Source: an optimization exercise on an open RTL-to-GDS flow (aim: small area). Production flows keep margins and buffers that such runs may drop.
The RTL was checked by simulation tests, not by an equivalence proof against the original design.
Power and IR drop assume default switching activity.

==> run.sh <==
#!/bin/bash
# synth_recipe.tcl (not shown) runs the flow's synth.tcl, then flattens the netlist and writes it again
# the make line also repeats each setting of config.mk as NAME=value (left out here)
make -C /OpenROAD-flow-scripts/flow DESIGN_CONFIG=/design/flow/config.mk WORK_HOME=/design/flow/orfs CLKGATE_MAP_FILE= SYNTH_SCRIPT=/design/flow/synth_recipe.tcl finish
==> config.mk <==
export PLATFORM = sky130hd
export DESIGN_NAME = acw_gate
export DESIGN_NICKNAME = acw_gate
export VERILOG_FILES = /design/flow/design.v
export SDC_FILE = /design/flow/constraint.sdc
export NUM_CORES = 4
export LEC_CHECK = 0
export CAP_MARGIN = 20
export CORE_MARGIN = 2
export CORE_UTILIZATION = 40
export SETUP_SLACK_MARGIN = 0.2
export SLEW_MARGIN = 20
==> constraint.sdc <==
create_clock -name core_clock -period 6.0 [get_ports {clk}]
set_input_delay 1.2000 -clock core_clock [delete_from_list [all_inputs] [get_ports {clk}]]
set_output_delay 1.2000 -clock core_clock [all_outputs]
set_load 0.01 [all_outputs]
==> design.v <==
package acw_bus_pkg;
	typedef enum logic [2:0] {
		PutFullData    = 3'h0,
		PutPartialData = 3'h1,
		Get            = 3'h4
	} tl_opcode_a_e;
	typedef enum logic [2:0] {
		AccessAck     = 3'h0,
		AccessAckData = 3'h1
	} tl_opcode_d_e;
	typedef struct packed {
		logic         a_valid;
		tl_opcode_a_e a_opcode;
		logic [31:0]  a_address;
		logic [31:0]  a_data;
		logic [7:0]   a_source;
		logic [1:0]   a_size;
		logic [3:0]   a_mask;
		logic         d_ready;
	} tl_h2d_t;
	typedef struct packed {
		logic         d_valid;
		tl_opcode_d_e d_opcode;
		logic [31:0]  d_data;
		logic [7:0]   d_source;
		logic         d_error;
		logic         a_ready;
	} tl_d2h_t;
endpackage
package acw_prot_pkg;
	typedef enum logic [1:0] {
		MODE_OFF = 2'd0,
		MODE_TOR = 2'd1
	} region_mode_e;
	typedef struct packed {
		logic [2:0]   rsvd;
		region_mode_e mode;
		logic         x;
		logic         w;
		logic         r;
	} region_cfg_t;
	typedef logic [31:0] cfg_word_u;
	typedef struct packed {
		logic [31:0] addr;
		logic [2:0]  opcode;
	} deny_rec_t;
	typedef enum logic [1:0] {
		IDLE        = 2'd0,
		BLOCK_START = 2'd1,
		BLOCK_IDLE  = 2'd2,
		BLOCK_ERR   = 2'd3
	} gate_state_e;
endpackage
module acw_region_regs (
	input  logic clk,
	input  logic rst,
	input  logic wr_en_i,
	input  logic [3:0] wr_idx_i,
	input  logic [31:0] wr_data_i,
	input  logic [3:0] rd_idx_i,
	output logic [31:0] rd_data_o,
	output logic [2-1:0][31:0] cfg_o,
	output logic [8-1:0][29:0] addr_o
);
	logic [2-1:0][31:0] cfg_q;
	logic [8-1:0][29:0] addr_q;
	always_ff @(posedge clk, negedge rst) begin
		if (!rst) begin
			cfg_q <= '0;
			addr_q <= '0;
		end else if (wr_en_i) begin
			for (int i = 0; i < 2; i++) begin
				if (wr_idx_i == 4'(i))
					cfg_q[i] <= wr_data_i;
			end
			for (int i = 0; i < 8; i++) begin
				if (wr_idx_i == 4'(i + 2))
					addr_q[i] <= wr_data_i[29:0];
			end
		end
	end
	always_comb begin
		rd_data_o = '0;
		for (int i = 0; i < 2; i++) begin
			if (rd_idx_i == 4'(i))
				rd_data_o = cfg_q[i];
		end
		for (int i = 0; i < 8; i++) begin
			if (rd_idx_i == 4'(i + 2))
				rd_data_o = {2'b00, addr_q[i]};
		end
	end
	assign cfg_o = cfg_q;
	assign addr_o = addr_q;
endmodule
module acw_region_check (
	input  logic [2-1:0][31:0] cfg_i,
	input  logic [8-1:0][29:0] addr_i,
	input  logic [31:0] req_addr_i,
	input  acw_bus_pkg::tl_opcode_a_e req_opcode_i,
	output logic allow_o
);
	logic [8-1:0][7:0] region;
	logic [8-1:0][29:0] lower;
	logic [8-1:0] match;
	acw_prot_pkg::region_cfg_t sel;
	logic hit;
	always_comb begin
		for (int w = 0; w < 2; w++) begin
			for (int b = 0; b < (8 / 2); b++)
				region[w * (8 / 2) + b] = cfg_i[w][b * 8 +: 8];
		end
	end
	assign lower = {addr_i[8-2:0], 30'b0};
	always_comb begin
		for (int i = 0; i < 8; i++) begin
			match[i] = (acw_prot_pkg::region_mode_e'(region[i][4:3]) == acw_prot_pkg::MODE_TOR) && (req_addr_i[31:2] >= lower[i]) &&
				(req_addr_i[31:2] < addr_i[i]);
		end
	end
	always_comb begin
		sel = '0;
		hit = 1'b0;
		for (int i = 8 - 1; i >= 0; i--) begin
			if (match[i]) begin
				sel = region[i];
				hit = 1'b1;
			end
		end
		case (req_opcode_i)
			acw_bus_pkg::Get: allow_o = hit && sel.r;
			acw_bus_pkg::PutFullData, acw_bus_pkg::PutPartialData: allow_o = hit && sel.w;
			default: allow_o = 1'b0;
		endcase
	end
endmodule
module acw_host_gate (
	input  logic clk,
	input  logic rst,
	input  acw_bus_pkg::tl_h2d_t host_req_i,
	output acw_bus_pkg::tl_d2h_t host_rsp_o,
	output acw_bus_pkg::tl_h2d_t dev_req_o,
	input  acw_bus_pkg::tl_d2h_t dev_rsp_i,
	input  logic allow_i,
	input  logic go_idle_i,
	output logic deny_o,
	output acw_prot_pkg::deny_rec_t deny_rec_o,
	output acw_prot_pkg::gate_state_e state_o
);
	acw_prot_pkg::gate_state_e state_q;
	acw_prot_pkg::gate_state_e state_d;
	acw_prot_pkg::deny_rec_t rec_q;
	logic [7:0] src_q;
	logic deny_q;
	logic denied;
	acw_bus_pkg::tl_d2h_t err_rsp;
	assign denied = (state_q == acw_prot_pkg::IDLE) && host_req_i.a_valid && !allow_i;
	always_comb begin
		err_rsp = '0;
		err_rsp.d_valid = 1'b1;
		err_rsp.d_opcode = (rec_q.opcode == acw_bus_pkg::Get) ? acw_bus_pkg::AccessAckData : acw_bus_pkg::AccessAck;
		err_rsp.d_source = src_q;
		err_rsp.d_error = 1'b1;
	end
	always_comb begin
		state_d = state_q;
		dev_req_o = host_req_i;
		host_rsp_o = dev_rsp_i;
		case (state_q)
			acw_prot_pkg::IDLE: begin
				dev_req_o.a_valid = host_req_i.a_valid && allow_i;
				host_rsp_o.a_ready = dev_rsp_i.a_ready && allow_i;
				if (denied)
					state_d = acw_prot_pkg::BLOCK_START;
			end
			acw_prot_pkg::BLOCK_START: begin
				dev_req_o.a_valid = 1'b0;
				dev_req_o.d_ready = 1'b0;
				host_rsp_o = err_rsp;
				if (go_idle_i)
					state_d = host_req_i.d_ready ? acw_prot_pkg::IDLE : acw_prot_pkg::BLOCK_IDLE;
				else if (host_req_i.d_ready)
					state_d = acw_prot_pkg::BLOCK_ERR;
			end
			acw_prot_pkg::BLOCK_IDLE: begin
				dev_req_o.a_valid = 1'b0;
				dev_req_o.d_ready = 1'b0;
				host_rsp_o = err_rsp;
				if (host_req_i.d_ready)
					state_d = acw_prot_pkg::IDLE;
			end
			default: begin
				dev_req_o.a_valid = 1'b0;
				host_rsp_o.a_ready = 1'b0;
				if (go_idle_i)
					state_d = acw_prot_pkg::IDLE;
			end
		endcase
	end
	always_ff @(posedge clk, negedge rst) begin
		if (!rst) begin
			state_q <= acw_prot_pkg::IDLE;
			rec_q <= '0;
			src_q <= '0;
			deny_q <= 1'b0;
		end else begin
			state_q <= state_d;
			deny_q <= denied;
			if (denied) begin
				rec_q.addr <= host_req_i.a_address;
				rec_q.opcode <= host_req_i.a_opcode;
				src_q <= host_req_i.a_source;
			end
		end
	end
	assign deny_o = deny_q;
	assign deny_rec_o = rec_q;
	assign state_o = state_q;
endmodule
module acw_csr_port (
	input  logic clk,
	input  logic rst,
	input  acw_bus_pkg::tl_h2d_t cpu_req_i,
	output acw_bus_pkg::tl_d2h_t cpu_rsp_o,
	input  logic deny_i,
	input  acw_prot_pkg::deny_rec_t deny_rec_i,
	input  acw_prot_pkg::gate_state_e state_i,
	output logic go_idle_o,
	output logic reg_wr_en_o,
	output logic [3:0] reg_wr_idx_o,
	output logic [31:0] reg_wr_data_o,
	output logic [3:0] reg_rd_idx_o,
	input  logic [31:0] reg_rd_data_i,
	output logic irq_o
);
	acw_bus_pkg::tl_d2h_t rsp_q;
	logic accept;
	logic [7:0] ofs;
	logic is_put, is_get, in_map, is_rd, is_wr, ok, wr_ok;
	logic [31:0] rdata;
	logic intr_state_q, intr_en_q;
	assign accept = cpu_req_i.a_valid && !rsp_q.d_valid;
	assign ofs = cpu_req_i.a_address[9:2];
	assign is_put = (cpu_req_i.a_opcode == acw_bus_pkg::PutFullData) || (cpu_req_i.a_opcode == acw_bus_pkg::PutPartialData);
	assign is_get = cpu_req_i.a_opcode == acw_bus_pkg::Get;
	assign in_map = ofs < (7 + 2 + 8);
	assign is_rd = in_map && (ofs != 0) && (ofs != 6);
	assign is_wr = in_map && ((ofs == 0) || (ofs >= 4));
	assign ok = (cpu_req_i.a_size == 2'd2) && (&cpu_req_i.a_mask) &&
		(cpu_req_i.a_address[31:10] == 22'h0) &&
		((is_put && is_wr) || (is_get && is_rd));
	assign wr_ok = accept && ok && is_put;
	assign reg_rd_idx_o = 4'(ofs - 7);
	assign reg_wr_idx_o = reg_rd_idx_o;
	assign reg_wr_data_o = cpu_req_i.a_data;
	assign reg_wr_en_o = wr_ok && (ofs >= 7);
	assign go_idle_o = wr_ok && (ofs == 0);
	always_comb begin
		case (ofs)
			1: rdata = deny_rec_i.addr;
			2: rdata = {29'b0, deny_rec_i.opcode};
			3: rdata = {30'b0, state_i};
			4: rdata = {31'b0, intr_state_q};
			5: rdata = {31'b0, intr_en_q};
			default: rdata = reg_rd_data_i;
		endcase
	end
	always_ff @(posedge clk, negedge rst) begin
		if (!rst) begin
			rsp_q <= '0;
		end else if (accept) begin
			rsp_q.d_valid <= 1'b1;
			rsp_q.d_opcode <= (is_get || !ok) ? acw_bus_pkg::AccessAckData : acw_bus_pkg::AccessAck;
			rsp_q.d_data <= (ok && is_get) ? rdata : '0;
			rsp_q.d_source <= cpu_req_i.a_source;
			rsp_q.d_error <= !ok;
		end else if (cpu_req_i.d_ready) begin
			rsp_q.d_valid <= 1'b0;
		end
	end
	always_ff @(posedge clk, negedge rst) begin
		if (!rst) begin
			intr_state_q <= 1'b0;
			intr_en_q <= 1'b0;
		end else begin
			if (deny_i || (wr_ok && (ofs == 6) && cpu_req_i.a_data[0]))
				intr_state_q <= 1'b1;
			else if (wr_ok && (ofs == 4))
				intr_state_q <= 1'b0;
			if (wr_ok && (ofs == 5))
				intr_en_q <= cpu_req_i.a_data[0];
		end
	end
	always_comb begin
		cpu_rsp_o = rsp_q;
		cpu_rsp_o.a_ready = !rsp_q.d_valid;
	end
	assign irq_o = intr_state_q & intr_en_q;
endmodule
module acw_top (
	input  logic clk,
	input  logic rst,
	input  acw_bus_pkg::tl_h2d_t host_req_i,
	output acw_bus_pkg::tl_d2h_t host_rsp_o,
	output acw_bus_pkg::tl_h2d_t dev_req_o,
	input  acw_bus_pkg::tl_d2h_t dev_rsp_i,
	input  acw_bus_pkg::tl_h2d_t cpu_req_i,
	output acw_bus_pkg::tl_d2h_t cpu_rsp_o,
	output logic irq_o
);
	logic [2-1:0][31:0] cfg;
	logic [8-1:0][29:0] region_addr;
	logic reg_wr_en;
	logic [3:0] reg_wr_idx;
	logic [31:0] reg_wr_data;
	logic [3:0] reg_rd_idx;
	logic [31:0] reg_rd_data;
	logic allow;
	logic go_idle;
	logic deny;
	acw_prot_pkg::deny_rec_t deny_rec;
	acw_prot_pkg::gate_state_e gate_state;
	acw_csr_port u_csr_port (
		.clk(clk), .rst(rst), .cpu_req_i(cpu_req_i), .cpu_rsp_o(cpu_rsp_o),
		.deny_i(deny), .deny_rec_i(deny_rec), .state_i(gate_state), .go_idle_o(go_idle),
		.reg_wr_en_o(reg_wr_en), .reg_wr_idx_o(reg_wr_idx), .reg_wr_data_o(reg_wr_data),
		.reg_rd_idx_o(reg_rd_idx), .reg_rd_data_i(reg_rd_data), .irq_o(irq_o)
	);
	acw_region_regs u_region_regs (
		.clk(clk), .rst(rst), .wr_en_i(reg_wr_en), .wr_idx_i(reg_wr_idx),
		.wr_data_i(reg_wr_data), .rd_idx_i(reg_rd_idx), .rd_data_o(reg_rd_data),
		.cfg_o(cfg), .addr_o(region_addr)
	);
	acw_region_check u_region_check (
		.cfg_i(cfg), .addr_i(region_addr), .req_addr_i(host_req_i.a_address),
		.req_opcode_i(host_req_i.a_opcode), .allow_o(allow)
	);
	acw_host_gate u_host_gate (
		.clk(clk), .rst(rst), .host_req_i(host_req_i), .host_rsp_o(host_rsp_o),
		.dev_req_o(dev_req_o), .dev_rsp_i(dev_rsp_i), .allow_i(allow), .go_idle_i(go_idle),
		.deny_o(deny), .deny_rec_o(deny_rec), .state_o(gate_state)
	);
endmodule
module acw_gate (
	input  logic        clk,
	input  logic        rst_n,
	input  logic        host_a_valid,
	input  logic [2:0]  host_a_opcode,
	input  logic [31:0] host_a_address,
	input  logic [31:0] host_a_data,
	input  logic [7:0]  host_a_source,
	input  logic [1:0]  host_a_size,
	input  logic [3:0]  host_a_mask,
	input  logic        host_d_ready,
	output logic        host_d_valid,
	output logic [2:0]  host_d_opcode,
	output logic [31:0] host_d_data,
	output logic [7:0]  host_d_source,
	output logic        host_d_error,
	output logic        host_a_ready,
	output logic        dev_a_valid,
	output logic [2:0]  dev_a_opcode,
	output logic [31:0] dev_a_address,
	output logic [31:0] dev_a_data,
	output logic [7:0]  dev_a_source,
	output logic [1:0]  dev_a_size,
	output logic [3:0]  dev_a_mask,
	output logic        dev_d_ready,
	input  logic        dev_d_valid,
	input  logic [2:0]  dev_d_opcode,
	input  logic [31:0] dev_d_data,
	input  logic [7:0]  dev_d_source,
	input  logic        dev_d_error,
	input  logic        dev_a_ready,
	input  logic        cpu_a_valid,
	input  logic [2:0]  cpu_a_opcode,
	input  logic [31:0] cpu_a_address,
	input  logic [31:0] cpu_a_data,
	input  logic [7:0]  cpu_a_source,
	input  logic [1:0]  cpu_a_size,
	input  logic [3:0]  cpu_a_mask,
	input  logic        cpu_d_ready,
	output logic        cpu_d_valid,
	output logic [2:0]  cpu_d_opcode,
	output logic [31:0] cpu_d_data,
	output logic [7:0]  cpu_d_source,
	output logic        cpu_d_error,
	output logic        cpu_a_ready,
	output logic        irq
);
	acw_bus_pkg::tl_h2d_t host_req, dev_req, cpu_req;
	acw_bus_pkg::tl_d2h_t host_rsp, dev_rsp, cpu_rsp;
	assign host_req = {host_a_valid, acw_bus_pkg::tl_opcode_a_e'(host_a_opcode), host_a_address, host_a_data,
		host_a_source, host_a_size, host_a_mask, host_d_ready};
	assign cpu_req = {cpu_a_valid, acw_bus_pkg::tl_opcode_a_e'(cpu_a_opcode), cpu_a_address, cpu_a_data,
		cpu_a_source, cpu_a_size, cpu_a_mask, cpu_d_ready};
	assign dev_rsp = {dev_d_valid, acw_bus_pkg::tl_opcode_d_e'(dev_d_opcode), dev_d_data, dev_d_source,
		dev_d_error, dev_a_ready};
	assign {host_d_valid, host_d_opcode, host_d_data, host_d_source, host_d_error,
		host_a_ready} = host_rsp;
	assign {cpu_d_valid, cpu_d_opcode, cpu_d_data, cpu_d_source, cpu_d_error,
		cpu_a_ready} = cpu_rsp;
	assign {dev_a_valid, dev_a_opcode, dev_a_address, dev_a_data, dev_a_source, dev_a_size,
		dev_a_mask, dev_d_ready} = dev_req;
	acw_top u_top (
		.clk(clk), .rst(rst_n), .host_req_i(host_req), .host_rsp_o(host_rsp),
		.dev_req_o(dev_req), .dev_rsp_i(dev_rsp), .cpu_req_i(cpu_req), .cpu_rsp_o(cpu_rsp),
		.irq_o(irq)
	);
endmodule
==> metrics.md <==
| Metric | Value |
|---|---|
| Die Ht | `255 um` |
| Post-synth EDFFs | `0` |
| Psw | `0.00230 W` |
| Clock share of power | `0.359` |
| 1st-iter DRT viols | `2,575` |
| P per Cell Area | `240 nW/um^2` |
| Synthesized area | `25,200 sq um` |
| Worst Hold Depth | `1` |
| Worst VDD drop | `191 uV` |
| Worst R2R Path Depth | `17` |
| WP data arrival | `4520 ps` |
| Worst Tran Pin Value | `1090 ps` |
| Die X | `255 um` |
| Post-route cell area | `31,900 sq um` |
| Most frequent cells in the layout | `395 x dfrtp_1, 355 x nand2_1, 276 x clkdlybuf4s50_1` |
| Post-layout net count | `3,526` |
| Final clock period utilization by the worst path | `0.954` |
| Netlist cell types | `77` |
| Period minus WS final | `5720 ps` |
| Post-synth top area cell | `dfrtp_1` |
| Avg Cell Area, Syn | `9.16 sq um` |
| Top_reg_cell synth | `dfrtp_1` |
| Drt total wl | `98,000 um` |
| Seq/Total Area, Yosys | `0.392` |
| Crit Reg-Reg Startpoint | `u_top.u_region_regs.addr_q[23]` |
| Syn-to-layout area delta | `26.5%` |
| Fmax | `175 MHz` |
| IO Port Bufs | `309` |
| Worst hold path class | `flop to flop` |
| Flop and latch count out of synthesis | `395` |
| CTS Buffer Depth | `3` |
| Final Hold Viols | `0` |
| Finish-stage setup viols | `0` |
| Post-DP HPWL | `70,900 um` |
| Crit Path Class | `primary input to output port` |
| Root Buffer | `clkbuf_16` |
| R2R Setup Slk | `1740 ps` |
| Post-synthesis cell count | `2,752` |
| Max-cap violations | `0` |
| Std-Cell Rows | `92` |
| First drt pass iteration count | `8` |
| Hold path start | `u_top.u_host_gate.deny_q` |
| CTS buffer count | `44` |
| Slew headroom | `0.273` |
| Worst Path Required | `4800 ps` |
| Gate power share | `0.247` |
| Skew-Pair Late Insertion Delay | `590 ps` |
| # DRC | `0` |
| DRT antenna net count | `0` |
| DR WL/cell | `24.8 um` |
| H-tree depth | `2` |
| Largest net degree at the start of global routing | `124` |
| Setup TNS | `0 ps` |
| CP startpoint kind | `primary input` |
| Clk_skew | `12.0 ps` |
| First-pass GRT wire length | `143,000 um` |
| Share of cells above drive strength 1 | `0.182` |
| Antenna violations before repair | `6` |
| Placed inst area | `29,700 sq um` |
| Hold endpoint | `u_top.u_csr_port.intr_state_q` |
| Int Power | `0.00536 W` |
| Vias in the first global route | `22,700` |
| Tot GR Track Use | `0.295` |
| RSZ-0062 raised after global routing | `false` |
| Commonest non-fill, non-tap cell in the layout | `dfrtp_1` |
| FF-to-FF End | `u_top.u_host_gate.rec_q[15]` |
| Clock Sinks | `395` |
| Slew Limit Fails | `0` |
| Via count | `23,500` |
| Yosys top cell area share | `0.392` |
| Initial Utilization | `0.402` |
| Total gr overflow | `0` |
| Status | `no timing/DRC/antenna violations` |
| LEAKAGE | `14.6 nW` |
| Number of vias per cell | `5.96` |
| Core outline area | `62,700 sq um` |
| Boundary pin count | `390` |
| Max FO, Critical Path | `6` |
| Die ar. | `65,000 sq um` |
| Clock Pin Slew Worst Setup and Hold Paths | `60 ps` |
| Synth Warn # | `4` |
| Gpl congestion | `0.954` |
| Crit path capture type | `output port` |
| Share of power burned in registers | `0.394` |
| Area contributors post-synth | `dfrtp_1 39%, ha_1 12%, mux2_2 7.6%, o21ai_0 5.4%, nand2_1 5.3%` |
| CTS tree | `done` |
| Sw Share | `0.300` |
| Ys async rst share | `1.00` |
-- per-stage QoR --
step                hold WS [ps]   util  setup slack [ps]  total power (W)  cells
global placement             450  0.474              -696          0.00485   3846
CTS                          463  0.503               202          0.00768   3940
detailed placement           445  0.474              -678          0.00492   3846
floorplan                    408      -               935          0.00400   2753
global route                 468  0.508               203          0.00802   3948
finish                       458  0.508               278          0.00766   3949
-- layout make-up --
cell class / instances / area, sq um
Clock inverter: 9 / 123
Inverter: 251 / 942
Antenna cell: 3 / 7.51
Clock buffer: 67 / 1300
Tap cell: 846 / 1060
Sequential cell: 395 / 9880
Timing Repair Buffer: 532 / 4940
Multi-Input combinational cell: 1846 / 13600
Fill cell: 5743 / 30900
-- power groups by stage --
stage               Sequential (W)  Combinational [W]  Clock [W]
floorplan                  0.00301           0.000992          0
global placement           0.00305            0.00181          0
detailed placement         0.00306            0.00186          0
CTS                        0.00301            0.00188    0.00279
global route               0.00304            0.00207    0.00290
finish                     0.00302            0.00189    0.00275
-- cell usage after synthesis, types with 4 or more instances --
master / n
a211oi_1: 10
a21boi_0: 6
a21o_1: 26
a21oi_1: 118
a221o_1: 4
a221oi_1: 38
a222oi_1: 47
a22o_1: 6
a22oi_1: 32
a31oi_1: 54
and3_1: 11
and4_1: 18
buf_1: 10
buf_2: 20
buf_4: 89
clkbuf_1: 141
dfrtp_1: 395
ha_1: 242
inv_1: 251
mux2_2: 170
mux2i_1: 5
nand2_1: 358
nand2b_1: 8
nand3_1: 39
nand4_1: 78
nor2_1: 69
nor2b_1: 43
nor3_1: 22
nor4_1: 11
o211ai_1: 9
o21a_1: 10
o21ai_0: 272
o21ai_1: 9
o221ai_1: 7
o22ai_1: 12
o311ai_1: 40
or2_2: 4
or3_1: 5
or4_1: 5
-- how the worst max path moves through the flow --
stage | from | end | slack, ps | cells past startpoint
4_1_cts | host_a_address[12] | host_a_ready | 200 | 15
6_report | host_a_address[28] | dev_a_valid | 280 | 15
5_1_grt | host_a_address[30] | dev_a_valid | 200 | 15
3_5_place_dp | host_a_address[5] | host_a_ready | -680 | 13
3_3_place_gp | host_a_address[6] | host_a_ready | -700 | 13
2_1_floorplan | host_a_address[30] | host_a_ready | 930 | 12
-- flip-flops by register name, indices dropped and copies added (netlist names) --
signal                         count
u_top.u_csr_port.intr_en_q         1
u_top.u_csr_port.intr_state_q      1
u_top.u_csr_port.rsp_q            43
u_top.u_host_gate.deny_q           1
u_top.u_host_gate.rec_q           35
u_top.u_host_gate.src_q            8
u_top.u_host_gate.state_q          2
u_top.u_region_regs.addr_q       240
u_top.u_region_regs.cfg_q         64
-- per-layer routing --
layer | vias up | share of wire | global-route usage
met5 | - | 0.00010 | 0
met4 | 2 | 0.036 | 0.110
met3 | 198 | 0.092 | 0.0539
met2 | 1148 | 0.45 | 0.471
met1 | 11700 | 0.42 | 0.400
li1 | 10500 | - | -
-- repair_timing --
item | 4_1_cts | 5_1_grt
setup buffers | 18 | 6
hold buffers | 0 | 0
resized for setup | 86 | 63
setup endpoints to repair | 2 | 2
pin swaps | 27 | 24
hold endpoints to repair | 0 | 0
-- kinds of logic (layout without fill, tap and decap cells) --
family | Yosys count | after routing | share of synthesized area
flops | 395 | 395 | 0.392
xor+xnor | 1 | 1 | 0.000348
buf+inv | 512 | 859 | 0.0906
simple gates | 692 | 692 | 0.131
mux | 175 | 175 | 0.0780
compound gates | 734 | 734 | 0.188
other cells | 1 | 5 | 0.000149
fa+ha+maj | 242 | 242 | 0.120
-- critical path, cell delays in order --
cell and delay (ps):
dlygate4sd2_1 300, buf_6 170, ha_1 300, nand4_1 210, and4bb_2 440, o221ai_2 130, a21oi_2 190, nor3_2 80
and4b_2 320, buf_6 140, mux2i_2 150, o32a_4 400, a21oi_4 270, nor3_2 80, buf_2 150

port drivers added, routing unchanged:
The flow's constraints put no driver on any port. The routed layout listed below was extracted and timed again, unchanged, in two steps.
Step 1: set_driving_cell puts a clkbuf_16 on clk and a buf_2 on each other input, an assumption about the parent block.
Step 2 adds t to the input delays and takes it off the output delays; t is the mean of the earliest and latest rising clock arrival at the registers after step 1. Input paths then give back, and output paths get back, about the clock's delay inside the block.
a / b / c = no drivers / after step 1 / after step 2; a / b = the first two.
t, ns: 0.642
slack for setup (ns): 0.278 / 0.260 / 0.260
worst setup path after step 2: input to output
clock arrival spread, ns: 0.012 / 0.012
slew at the worst register clock pin (ns): 0.07 / 0.07
After both steps this run still meets setup and hold. The setup slack of this run moves by -0.018 ns with the drivers and by -0.018 ns with both steps.
